This is an optimization exercise on Yosys and OpenROAD, whose aim is small area and a short achievable clock period, not a production implementation.
The RTL was checked by simulation tests, not by an equivalence proof against the original design.
No activity file was given, so power comes from the tool's default toggle rates.

[flow/config.mk]
export PLATFORM = sky130hd
export DESIGN_NAME = csv_record_parse_and_hash
export DESIGN_NICKNAME = csv_record_parse_and_hash
export VERILOG_FILES = /design/flow/design.v
export SDC_FILE = /design/flow/constraint.sdc
export NUM_CORES = 4
export LEC_CHECK = 0
export CAP_MARGIN = 20
export CORE_MARGIN = 2
export CORE_UTILIZATION = 60
export PLACE_DENSITY = 0.75
export SLEW_MARGIN = 20
[flow/constraint.sdc]
create_clock -name core_clock -period 5.5 [get_ports {clk}]
set_input_delay 1.1000 -clock core_clock [delete_from_list [all_inputs] [get_ports {clk}]]
set_output_delay 1.1000 -clock core_clock [all_outputs]
set_load 0.01 [all_outputs]
[flow/design.v]
package crph_pkg;
  localparam int NUM_BUCKETS_DEF = 400;
  localparam logic [1:0] STATUS_CITY   = 2'd0;
  localparam logic [1:0] STATUS_ACCEPT = 2'd1;
  localparam logic [1:0] STATUS_ERROR  = 2'd2;
  localparam logic [7:0] CH_ZERO  = 8'h30;
  localparam logic [7:0] CH_NINE  = 8'h39;
  localparam logic [7:0] CH_COMMA = 8'h2C;
  localparam logic [7:0] CH_QUOTE = 8'h22;
  localparam logic [7:0] CH_PAREN = 8'h28;
  localparam logic [19:0] RANK_MAX = 20'hFFFFF;
  localparam logic [31:0] POP_MAX  = 32'hFFFFFFFF;
  localparam logic [9:0]  LEN_MAX  = 10'd1023;
  typedef struct packed {
    logic [1:0]  status;
    logic [7:0]  city_byte;
    logic [19:0] rank;
    logic [31:0] population;
    logic [9:0]  city_length;
    logic [8:0]  index_by_length;
    logic [8:0]  index_by_sum;
    logic [8:0]  index_by_product;
  } result_t;
  function automatic int idx_width(input int ts);
    if (ts > 1) idx_width = $clog2(ts);
    else idx_width = 1;
  endfunction
endpackage
module csv_record_parse_and_hash #(
  parameter int NUM_BUCKETS = crph_pkg::NUM_BUCKETS_DEF
) (
  input  logic         clk,
  input  logic         rst_n,
  input  logic         in_tvalid,
  output logic         in_tready,
  input  logic [7:0]   in_tdata,    
  input  logic         in_tlast,    
  output logic         out_tvalid,
  input  logic         out_tready,
  output logic [103:0] out_tdata,   
  output logic [1:0]   out_tuser    
);
  localparam logic [2:0] S_START      = 3'd0;
  localparam logic [2:0] S_RANK       = 3'd1;
  localparam logic [2:0] S_OPEN_CITY  = 3'd2;
  localparam logic [2:0] S_CITY       = 3'd3;
  localparam logic [2:0] S_AFTER_CITY = 3'd4;
  localparam logic [2:0] S_POP_OPEN   = 3'd5;
  localparam logic [2:0] S_POP        = 3'd6;
  localparam logic [2:0] S_SKIP       = 3'd7;
  function automatic logic [4:0] sq_sum(input logic [5:0] x);
    unique case (x)
      6'd0: sq_sum = 5'd0;
      6'd1: sq_sum = 5'd9;
      6'd2: sq_sum = 5'd11;
      6'd3: sq_sum = 5'd6;
      6'd4: sq_sum = 5'd19;
      6'd5: sq_sum = 5'd0;
      6'd6: sq_sum = 5'd24;
      6'd7: sq_sum = 5'd16;
      6'd8: sq_sum = 5'd1;
      6'd9: sq_sum = 5'd4;
      6'd10: sq_sum = 5'd0;
      6'd11: sq_sum = 5'd14;
      6'd12: sq_sum = 5'd21;
      6'd13: sq_sum = 5'd21;
      6'd14: sq_sum = 5'd14;
      6'd15: sq_sum = 5'd0;
      6'd16: sq_sum = 5'd4;
      6'd17: sq_sum = 5'd1;
      6'd18: sq_sum = 5'd16;
      6'd19: sq_sum = 5'd24;
      6'd20: sq_sum = 5'd0;
      6'd21: sq_sum = 5'd19;
      6'd22: sq_sum = 5'd6;
      6'd23: sq_sum = 5'd11;
      6'd24: sq_sum = 5'd9;
      6'd25: sq_sum = 5'd0;
      6'd26: sq_sum = 5'd9;
      6'd27: sq_sum = 5'd11;
      6'd28: sq_sum = 5'd6;
      6'd29: sq_sum = 5'd19;
      6'd30: sq_sum = 5'd0;
      6'd31: sq_sum = 5'd24;
      6'd32: sq_sum = 5'd16;
      6'd33: sq_sum = 5'd1;
      6'd34: sq_sum = 5'd4;
      6'd35: sq_sum = 5'd0;
      6'd36: sq_sum = 5'd14;
      6'd37: sq_sum = 5'd21;
      6'd38: sq_sum = 5'd21;
      6'd39: sq_sum = 5'd14;
      6'd40: sq_sum = 5'd0;
      6'd41: sq_sum = 5'd4;
      6'd42: sq_sum = 5'd1;
      6'd43: sq_sum = 5'd16;
      6'd44: sq_sum = 5'd24;
      6'd45: sq_sum = 5'd0;
      6'd46: sq_sum = 5'd19;
      6'd47: sq_sum = 5'd6;
      6'd48: sq_sum = 5'd11;
      6'd49: sq_sum = 5'd9;
      6'd50: sq_sum = 5'd0;
      6'd51: sq_sum = 5'd9;
      6'd52: sq_sum = 5'd11;
      6'd53: sq_sum = 5'd6;
      6'd54: sq_sum = 5'd19;
      6'd55: sq_sum = 5'd0;
      6'd56: sq_sum = 5'd24;
      6'd57: sq_sum = 5'd16;
      6'd58: sq_sum = 5'd1;
      6'd59: sq_sum = 5'd4;
      6'd60: sq_sum = 5'd0;
      6'd61: sq_sum = 5'd14;
      6'd62: sq_sum = 5'd21;
      6'd63: sq_sum = 5'd21;
      default: sq_sum = '0;
    endcase
  endfunction
  function automatic logic [4:0] sq_dif(input logic [5:0] x);
    unique case (x)
      6'd0: sq_dif = 5'd0;
      6'd1: sq_dif = 5'd9;
      6'd2: sq_dif = 5'd11;
      6'd3: sq_dif = 5'd6;
      6'd4: sq_dif = 5'd19;
      6'd5: sq_dif = 5'd0;
      6'd6: sq_dif = 5'd24;
      6'd7: sq_dif = 5'd16;
      6'd8: sq_dif = 5'd1;
      6'd9: sq_dif = 5'd4;
      6'd10: sq_dif = 5'd0;
      6'd11: sq_dif = 5'd14;
      6'd12: sq_dif = 5'd21;
      6'd13: sq_dif = 5'd21;
      6'd14: sq_dif = 5'd14;
      6'd15: sq_dif = 5'd0;
      6'd16: sq_dif = 5'd4;
      6'd17: sq_dif = 5'd1;
      6'd18: sq_dif = 5'd16;
      6'd19: sq_dif = 5'd24;
      6'd20: sq_dif = 5'd0;
      6'd21: sq_dif = 5'd19;
      6'd22: sq_dif = 5'd6;
      6'd23: sq_dif = 5'd11;
      6'd24: sq_dif = 5'd9;
      6'd25: sq_dif = 5'd0;
      6'd26: sq_dif = 5'd9;
      6'd27: sq_dif = 5'd11;
      6'd28: sq_dif = 5'd6;
      6'd29: sq_dif = 5'd19;
      6'd30: sq_dif = 5'd0;
      6'd31: sq_dif = 5'd24;
      6'd32: sq_dif = 5'd16;
      6'd33: sq_dif = 5'd24;
      6'd34: sq_dif = 5'd0;
      6'd35: sq_dif = 5'd19;
      6'd36: sq_dif = 5'd6;
      6'd37: sq_dif = 5'd11;
      6'd38: sq_dif = 5'd9;
      6'd39: sq_dif = 5'd0;
      6'd40: sq_dif = 5'd9;
      6'd41: sq_dif = 5'd11;
      6'd42: sq_dif = 5'd6;
      6'd43: sq_dif = 5'd19;
      6'd44: sq_dif = 5'd0;
      6'd45: sq_dif = 5'd24;
      6'd46: sq_dif = 5'd16;
      6'd47: sq_dif = 5'd1;
      6'd48: sq_dif = 5'd4;
      6'd49: sq_dif = 5'd0;
      6'd50: sq_dif = 5'd14;
      6'd51: sq_dif = 5'd21;
      6'd52: sq_dif = 5'd21;
      6'd53: sq_dif = 5'd14;
      6'd54: sq_dif = 5'd0;
      6'd55: sq_dif = 5'd4;
      6'd56: sq_dif = 5'd1;
      6'd57: sq_dif = 5'd16;
      6'd58: sq_dif = 5'd24;
      6'd59: sq_dif = 5'd0;
      6'd60: sq_dif = 5'd19;
      6'd61: sq_dif = 5'd6;
      6'd62: sq_dif = 5'd11;
      6'd63: sq_dif = 5'd9;
      default: sq_dif = '0;
    endcase
  endfunction
  function automatic logic [4:0] mul11(input logic [3:0] x);
    unique case (x)
      4'd0: mul11 = 5'd0;
      4'd1: mul11 = 5'd11;
      4'd2: mul11 = 5'd22;
      4'd3: mul11 = 5'd8;
      4'd4: mul11 = 5'd19;
      4'd5: mul11 = 5'd5;
      4'd6: mul11 = 5'd16;
      4'd7: mul11 = 5'd2;
      4'd8: mul11 = 5'd13;
      4'd9: mul11 = 5'd24;
      4'd10: mul11 = 5'd10;
      4'd11: mul11 = 5'd21;
      4'd12: mul11 = 5'd7;
      4'd13: mul11 = 5'd18;
      4'd14: mul11 = 5'd4;
      4'd15: mul11 = 5'd15;
      default: mul11 = '0;
    endcase
  endfunction
  function automatic logic [4:0] sub25(input logic [4:0] p, input logic [4:0] q);
    logic [5:0] t;
    t = {1'b0, p} - {1'b0, q};
    sub25 = t[5] ? 5'(t + 6'd25) : t[4:0];
  endfunction
  logic        skid_v;           
  logic [7:0]  skid_b;
  logic        skid_l;
  logic        out_v;            
  logic        out_acc;          
  logic        out_err;          
  logic [19:0] q_rank;           
  logic [31:0] q_pop;
  logic [2:0]  state;
  logic [19:0] rank;
  logic [15:0] acc_lo;
  logic [15:0] acc_hi;
  logic [3:0]  acc_c;            
  logic        acc_hp;           
  logic        acc_sat;          
  logic [9:0]  len;
  logic [8:0]  sum;
  logic [8:0]  px;               
  logic        cb_r;             
  logic        p2_r;             
  logic        p3_r;             
  logic        cpend;            
  logic       ob_free;
  logic [7:0] b;
  logic       last;
  logic       bv;
  logic       is_digit, is_comma, is_quote, is_paren;
  logic [3:0] digit;
  logic [2:0] state_nxt;
  logic       emit;
  logic       acc_word;
  logic       city_word;
  logic       commit;
  assign ob_free = !out_v || out_tready;
  assign b       = skid_v ? skid_b : in_tdata;
  assign last    = skid_v ? skid_l : in_tlast;
  assign bv      = skid_v || in_tvalid;
  assign is_digit = (b[7:4] == 4'h3) && (b[3:0] <= 4'd9);
  assign is_comma = (b == crph_pkg::CH_COMMA);
  assign is_quote = (b == crph_pkg::CH_QUOTE);
  assign is_paren = (b == crph_pkg::CH_PAREN);
  assign digit    = b[3:0];
  always_comb begin
    state_nxt = S_SKIP;
    emit      = 1'b1;
    acc_word  = 1'b0;
    city_word = 1'b0;
    unique case (state)
      S_START: if (is_digit) begin
        state_nxt = S_RANK; emit = 1'b0;
      end
      S_RANK: if (is_digit) begin
        state_nxt = S_RANK; emit = 1'b0;
      end else if (is_comma) begin
        state_nxt = S_OPEN_CITY; emit = 1'b0;
      end
      S_OPEN_CITY: if (is_quote) begin
        state_nxt = S_CITY; emit = 1'b0;
      end
      S_CITY: if (is_quote) begin
        state_nxt = S_AFTER_CITY; emit = 1'b0;
      end else begin
        state_nxt = S_CITY; city_word = 1'b1;
      end
      S_AFTER_CITY: if (is_comma) begin
        state_nxt = S_POP_OPEN; emit = 1'b0;
      end
      S_POP_OPEN: if (is_quote) begin
        state_nxt = S_POP; emit = 1'b0;
      end else if (is_paren) begin
        acc_word = 1'b1;
      end
      S_POP: if (is_digit || is_comma) begin
        state_nxt = S_POP; emit = 1'b0;
      end else if (is_quote) begin
        acc_word = 1'b1;
      end
      default: emit = 1'b0;
    endcase
    if (last) begin
      state_nxt = S_START;
      if (state != S_SKIP) begin
        emit      = 1'b1;
        city_word = 1'b0;
      end
    end
  end
  assign commit = bv && (ob_free || !emit);
  always_ff @(posedge clk) begin
    if (!rst_n) begin
      skid_v <= 1'b0;
      out_v  <= 1'b0;
      state  <= S_START;
    end else begin
      skid_v <= bv && emit && !ob_free;
      if (ob_free) out_v <= bv && emit;
      if (commit) state <= state_nxt;
    end
  end
  logic        acc_clr;          
  logic        acc_step;         
  logic [15:0] lo_base;
  logic [19:0] lo_mul;
  logic [19:0] hi_mul;
  logic [15:0] hi_eff;
  logic        sat_eff;
  logic [31:0] acc_val;
  assign acc_clr  = commit && (state == S_START || state == S_AFTER_CITY);
  assign acc_step = commit && is_digit && (state == S_START || state == S_RANK || state == S_POP);
  assign lo_base  = (state == S_START) ? 16'd0 : acc_lo;
  assign lo_mul   = (20'(lo_base) << 3) + (20'(lo_base) << 1) + 20'(digit);
  assign hi_mul   = (20'(acc_hi) << 3) + (20'(acc_hi) << 1) + 20'(acc_c);
  assign hi_eff   = acc_hp ? hi_mul[15:0] : acc_hi;
  assign sat_eff  = acc_sat || (acc_hp && hi_mul[19:16] != 4'd0);
  assign acc_val  = sat_eff ? crph_pkg::POP_MAX : {hi_eff, acc_lo};
  logic [7:0] cbyte;
  logic [4:0] c25;
  assign cbyte = q_rank[7:0];
  logic [6:0] c7;
  logic [7:0] c7_25, c7_50, c7_75;
  assign c7    = 7'(cbyte[7:5]) * 7'd7 + 7'(cbyte[4:0]);
  assign c7_25 = {1'b0, c7} - 8'd25;
  assign c7_50 = {1'b0, c7} - 8'd50;
  assign c7_75 = {1'b0, c7} - 8'd75;
  assign c25   = !c7_75[7] ? c7_75[4:0] : !c7_50[7] ? c7_50[4:0] : !c7_25[7] ? c7_25[4:0] : c7[4:0];
  always_ff @(posedge clk) begin
    acc_hp <= acc_step;
    if (acc_step) begin
      acc_lo <= lo_mul[15:0];
      acc_c  <= lo_mul[19:16];
    end else if (acc_clr) begin
      acc_lo <= '0;
    end else if (cb_r && !cpend && len == 10'd1) begin
      acc_lo[8:0] <= {cbyte[3:0], c25};
    end
    if (acc_clr) begin
      acc_hi  <= '0;
      acc_sat <= 1'b0;
    end else begin
      acc_hi  <= hi_eff;
      acc_sat <= sat_eff;
    end
    if (commit && state == S_RANK && is_comma) begin
      rank <= (sat_eff || hi_eff[15:4] != 12'd0) ? crph_pkg::RANK_MAX : {hi_eff[3:0], acc_lo};
    end
  end
  logic [9:0]  sum_add;
  logic [6:0]  sum_sub;          
  assign sum_add = 10'(cpend ? 9'd0 : sum) + 10'(cbyte);
  assign sum_sub = {1'b0, sum_add[9:4]} - 7'd25;
  logic [3:0] a16, b16;
  logic [4:0] a25, b25;
  logic [5:0] sq_s, sq_d;
  assign a16  = px[8:5];
  assign a25  = px[4:0];
  assign b16  = acc_lo[8:5];
  assign b25  = acc_lo[4:0];
  assign sq_s = 6'(a25) + 6'(b25);
  assign sq_d = 6'(a25) - 6'(b25);
  always_ff @(posedge clk) begin
    cb_r <= commit && state == S_CITY && !is_quote;
    p2_r <= cb_r && !cpend && len == 10'd1;
    p3_r <= p2_r;
    if (commit && state == S_OPEN_CITY) begin
      cpend <= 1'b1;
    end else if (cb_r || (commit && acc_word)) begin
      cpend <= 1'b0;
    end
    if (cb_r) begin
      if (cpend) len <= 10'd1;
      else if (len != crph_pkg::LEN_MAX) len <= len + 10'd1;
      sum <= sum_sub[6] ? sum_add[8:0] : {sum_sub[4:0], sum_add[3:0]};
    end else if (cpend && commit && acc_word) begin
      len <= '0;
      sum <= '0;
    end
    if (cb_r && cpend) begin
      px <= {cbyte[3:0], c25};
    end else if (p2_r) begin
      px <= {4'(a16 * b16), sub25(sq_sum(sq_s), sq_dif(sq_d))};
    end else if (p3_r) begin
      px[4:0] <= sub25(px[4:0], mul11(px[8:5]));
    end
  end
  logic [8:0] prod_idx;
  assign prod_idx = (len[9:1] == 9'd0) ? 9'd0 : {px[4:0], px[8:5]};
  always_ff @(posedge clk) begin
    if (!skid_v) begin
      skid_b <= in_tdata;
      skid_l <= in_tlast;
    end
    if (ob_free) begin
      out_acc <= acc_word;
      out_err <= !acc_word && !city_word;
      q_rank  <= {rank[19:8], (state == S_CITY) ? b : rank[7:0]};
      q_pop   <= acc_val;
    end
  end
  logic [5:0] len_m800;           
  logic [6:0] len_m400;           
  logic [8:0] len_idx;
  assign len_m800 = {1'b0, len[9:5]} - 6'd25;
  assign len_m400 = {1'b0, len[9:4]} - 7'd25;
  assign len_idx  = !len_m800[5] ? {len_m800[3:0], len[4:0]} :
                    !len_m400[6] ? {len_m400[4:0], len[3:0]} : len[8:0];
  logic out_city;
  assign out_city = !out_acc && !out_err;
  assign in_tready  = !skid_v;
  assign out_tvalid = out_v;
  assign out_tuser  = {out_err, out_acc};
  assign out_tdata  = {7'd0,
                       prod_idx  & {9{out_acc}},
                       sum       & {9{out_acc}},
                       len_idx   & {9{out_acc}},
                       len       & {10{out_acc}},
                       q_pop     & {32{out_acc}},
                       q_rank    & {20{out_acc}},
                       q_rank[7:0] & {8{out_city}}};
endmodule
[flow/run.sh]
#!/bin/bash
# synth_recipe.tcl (not shown) runs the flow's synth.tcl, then flattens the netlist and writes it again
# the make line also repeats each setting of config.mk as NAME=value (left out here)
make -C /OpenROAD-flow-scripts/flow DESIGN_CONFIG=/design/flow/config.mk WORK_HOME=/design/flow/orfs CLKGATE_MAP_FILE= SYNTH_SCRIPT=/design/flow/synth_recipe.tcl finish
==> run summary <==
## power groups by stage
stage	logic, mW	registers (mW)	clock network, mW
floorplan	1.79	1.45	0
finish	2.34	1.46	1.17
CTS	2.33	1.46	1.18
global route	2.61	1.47	1.23
global placement	2.26	1.48	0
detailed placement	2.32	1.49	0
## worst max path at each step
| stage | cells after the start | to | start | slack, ns |
|---|---|---|---|---|
| after floorplan | 8 | rank[0] | in_tdata[2] | 0.68 |
| after global placement | 17 | px[1] | px[1] | 0.59 |
| after detailed placement | 18 | px[1] | acc_lo[1] | 0.52 |
| after CTS | 18 | px[1] | acc_lo[1] | 0.49 |
| after global routing | 18 | px[1] | acc_lo[1] | 0.06 |
| final | 18 | px[1] | acc_lo[1] | 0.42 |
## kinds of logic (layout without fill, tap and decap cells)
family | Yosys count | after routing
multiplexers | 61 | 61
flip-flops | 163 | 163
other | 1 | 7
AND/OR/NAND/NOR | 507 | 507
buffers and inverters | 147 | 257
AO/OA/AOI/OAI | 277 | 277
adder cells (fa/ha/maj) | 158 | 158
XOR/XNOR | 65 | 65
## per-layer routing
metal / GRT usage / vias to the layer above / share of wire
li1: - / 5161 / -
met1: 0.347 / 4966 / 0.42
met2: 0.490 / 308 / 0.50
met3: 0.0443 / 49 / 0.059
met4: 0.0780 / 0 / 0.021
met5: 0 / - / 0
## registers in the layout, indices dropped and copies added (netlist names), 9 cells and up, named ones only
name,cells
px,9
len,10
rank,20
q_pop,32
q_rank,20
sum,9
acc_lo,16
acc_hi,16
## cell usage in the layout, fill, tap and decap left out, types with 7 or more instances in the layout
cell and count:
a211oi_1 16, a21boi_0 7, a21o_1 22, a21oi_1 59
a221oi_1 8, a22oi_1 9, a31oi_1 15, and2_1 88
buf_4 25, clkbuf_16 18, clkdlybuf4s50_1 113, conb_1 7
dfxtp_1 41, edfxtp_1 122, fa_1 13, ha_1 145
inv_1 81, inv_8 7, mux2_2 18, mux2i_1 34
mux4_2 9, nand2_1 110, nand2b_1 17, nand3_1 28
nand3b_1 7, nor2_1 116, nor2b_1 35, nor3_1 30
o211ai_1 7, o21a_1 7, o21ai_0 56, or2_2 20
or3_1 18, xnor2_1 45, xor2_1 20
## stage by stage
step	power [mW]	setup slack, ns
after floorplan	3.24	0.677
after global placement	3.74	0.586
after detailed placement	3.81	0.521
after CTS	4.97	0.488
after global routing	5.30	0.0581
final	4.98	0.423
## cell type report
type,count,share of cell area
Multi-Input combinational cell,1075,0.529
Sequential cell,163,0.300
Timing Repair Buffer,138,0.0881
Clock buffer,19,0.0304
Tap cell,275,0.0230
Inverter,87,0.0218
Clock inverter,13,0.00836
==> flow_metrics.tcl <==
set metrics [dict create \
    end_kind "register" \
    critPathKind "register to register" \
    wl_um 31000 \
    die_h_um 151 \
    holdWs_ns 0.428 \
    place_area_sq_um 14400 \
    synth_edf_count 122 \
    cp_data_arrival_time_ns 5.24 \
    grt_pass1_wl_um 49700 \
    syn_area_per_cell_sq_um 9.40 \
    path_buf_inv 2 \
    n_fill_cell 1681 \
    netlist_area_sq_um 13000 \
    postRouteAntennaNets 0 \
    synth_top_family_by_area "simple AND/OR/NAND/NOR gates" \
    cts-root-buf "clkbuf_16" \
    yosysTopAreaCell "edfxtp_1" \
    synthDistinctLibCells 79 \
    io-pin-count 121 \
    drv_cap 0 \
    slowest_delay_ns 0.71 \
    hold_path.class "register to register" \
    crit_chain "inv_1, ha_1, nor2b_1, o21ai_0, a21boi_0, nor2_1, mux4_2, inv_1, mux4_2, ha_1, nor2b_1, o21ai_0, a21oi_1, o21ai_0, nor2b_1, mux2i_1, mux2_2, mux2i_1" \
    diodes 0 \
    grt_start_max_net_pins 71 \
    drv_slew 0 \
    worst_ep_required_time_ns 5.66 \
    p_switching_mw 1.91 \
    drtIter0Drc 594 \
    timing.slew.headroom 0.359 \
    period_minus_slack_ns 5.08 \
    setup_tns_ns 0 \
    row_count 53 \
    power_frac_seq 0.293 \
    drive_above_1_share 0.0769 \
    grt-ovfl-total 0 \
    clkTransAtPathRegs_ns 0.07 \
    synth_fa_ha_area_frac 0.160 \
    p_leak_nw 6.49 \
    multi_input_area_sq_um 7910 \
    synth_xor_xnor_area_share 0.0439 \
    regArea_sq_um 4480 \
    drtPass1Iterations 8 \
    async_reset_ff_frac 0 \
    fin_crit_sh 0.923 \
    ys_top_cells_by_count "145 x ha_1, 122 x edfxtp_1, 116 x nor2_1" \
    vias_per_cell 5.92 \
    status "no timing/DRC/antenna violations" \
    via_count 10500 \
    ys_seq_area_frac 0.346 \
    synth_compound_area_frac 0.144 \
    utilization 0.710 \
    finalHoldViolations 0 \
    hold_start "rank[9]" \
    pwr-share-comb 0.471 \
    cts_max_path_buffers 2 \
    clock_sinks 163 \
    place.gp.congestion 0.906 \
    cts_made_buffers 17 \
    htree_levels 4 \
    power.internal_mw 3.07 \
    switching_share 0.384 \
    coreArea_sq_um 21100 \
    synth_cells 1379 \
    synthSimpleGateAreaFrac 0.201 \
    synth_area_leaders "edfxtp_1 28%, ha_1 14%, dfxtp_1 6.3%" \
    die_x_um 151 \
    grt_setup_unrepaired "no" \
    detail_route.wl_per_cell_um 17.5 \
    fin_nets 1653 \
    power.density_nw_per_um2 333 \
    die-area_sq_um 22800 \
    worst_hold_path.num_cells 0 \
    muxShareOfSynthArea 0.0575 \
    final_area_sq_um 15000 \
    antenna_found_initial 0 \
    fmax_mhz 197 \
    synth_seq_cells 163 \
    cts_setup_buffers 0 \
    r2r_end "px[1]" \
    cp_top_family "simple AND/OR/NAND/NOR gates" \
    cts_tree "yes" \
    grt_pass1_vias 10000 \
    skew_ns 0.00818 \
    track_usage 0.276 \
    r2r_start "acc_lo[1]" \
    initial_core_util 0.615 \
    worstMarginPinSlew_ns 0.955 \
    dp_cells 1738 \
    ys_warn_count 1 \
    route.detailed.drc 0 \
    holdPathEnd "q_rank[9]" \
    ys.flop_type "edfxtp_1" \
    yosysMostFrequentCell "ha_1" \
    critPathMaxFanout 14 \
    slowest_stage "nor2_1" \
    setup_viol 0 \
    synthToLayoutAreaGrowth_pct 15.5 \
    ctsResizeCount 0 \
    dp_hpwl_um 23600 \
    power_frac_clock 0.236 \
    crit_path_start_kind "register" \
    stdcell_count 1770 \
    irDropWorstVdd_uv 404 \
    reg2reg_slack_ns 0.42 \
    synth_top_area_frac 0.283 \
    hold_buffers 0 \
    port_buffers 113 \
    worstRegToRegCells 18 \
    clock_latency_ns 0.43 \
]

static timing again, ports no longer ideal:
The flow's constraints put no driver on any port. The routed layout listed below was extracted and timed again, unchanged, in two steps. Step 1 sets driving cells, clkbuf_16 on the clock port and buf_2 on the other inputs (assumed; they add their load-dependent delay and slew). Step 2 also shifts input and output timing later by t, the mid clock arrival at the registers, as if the neighbouring blocks saw the same clock. Three values: ideal, step 1, step 2; two values: the first two.
t (ns): 0.466
setup slack, ns: 0.423 / 0.423 / 0.423
worst setup path after step 2: register to register
worst register clock-pin slew, ns: 0.07 / 0.07
worst data-port slew with drivers (ns): 0.05
After both steps setup and hold are still met in this run. For this run, drivers alone change the setup slack by 0.000 ns; drivers and shift together by 0.000 ns.
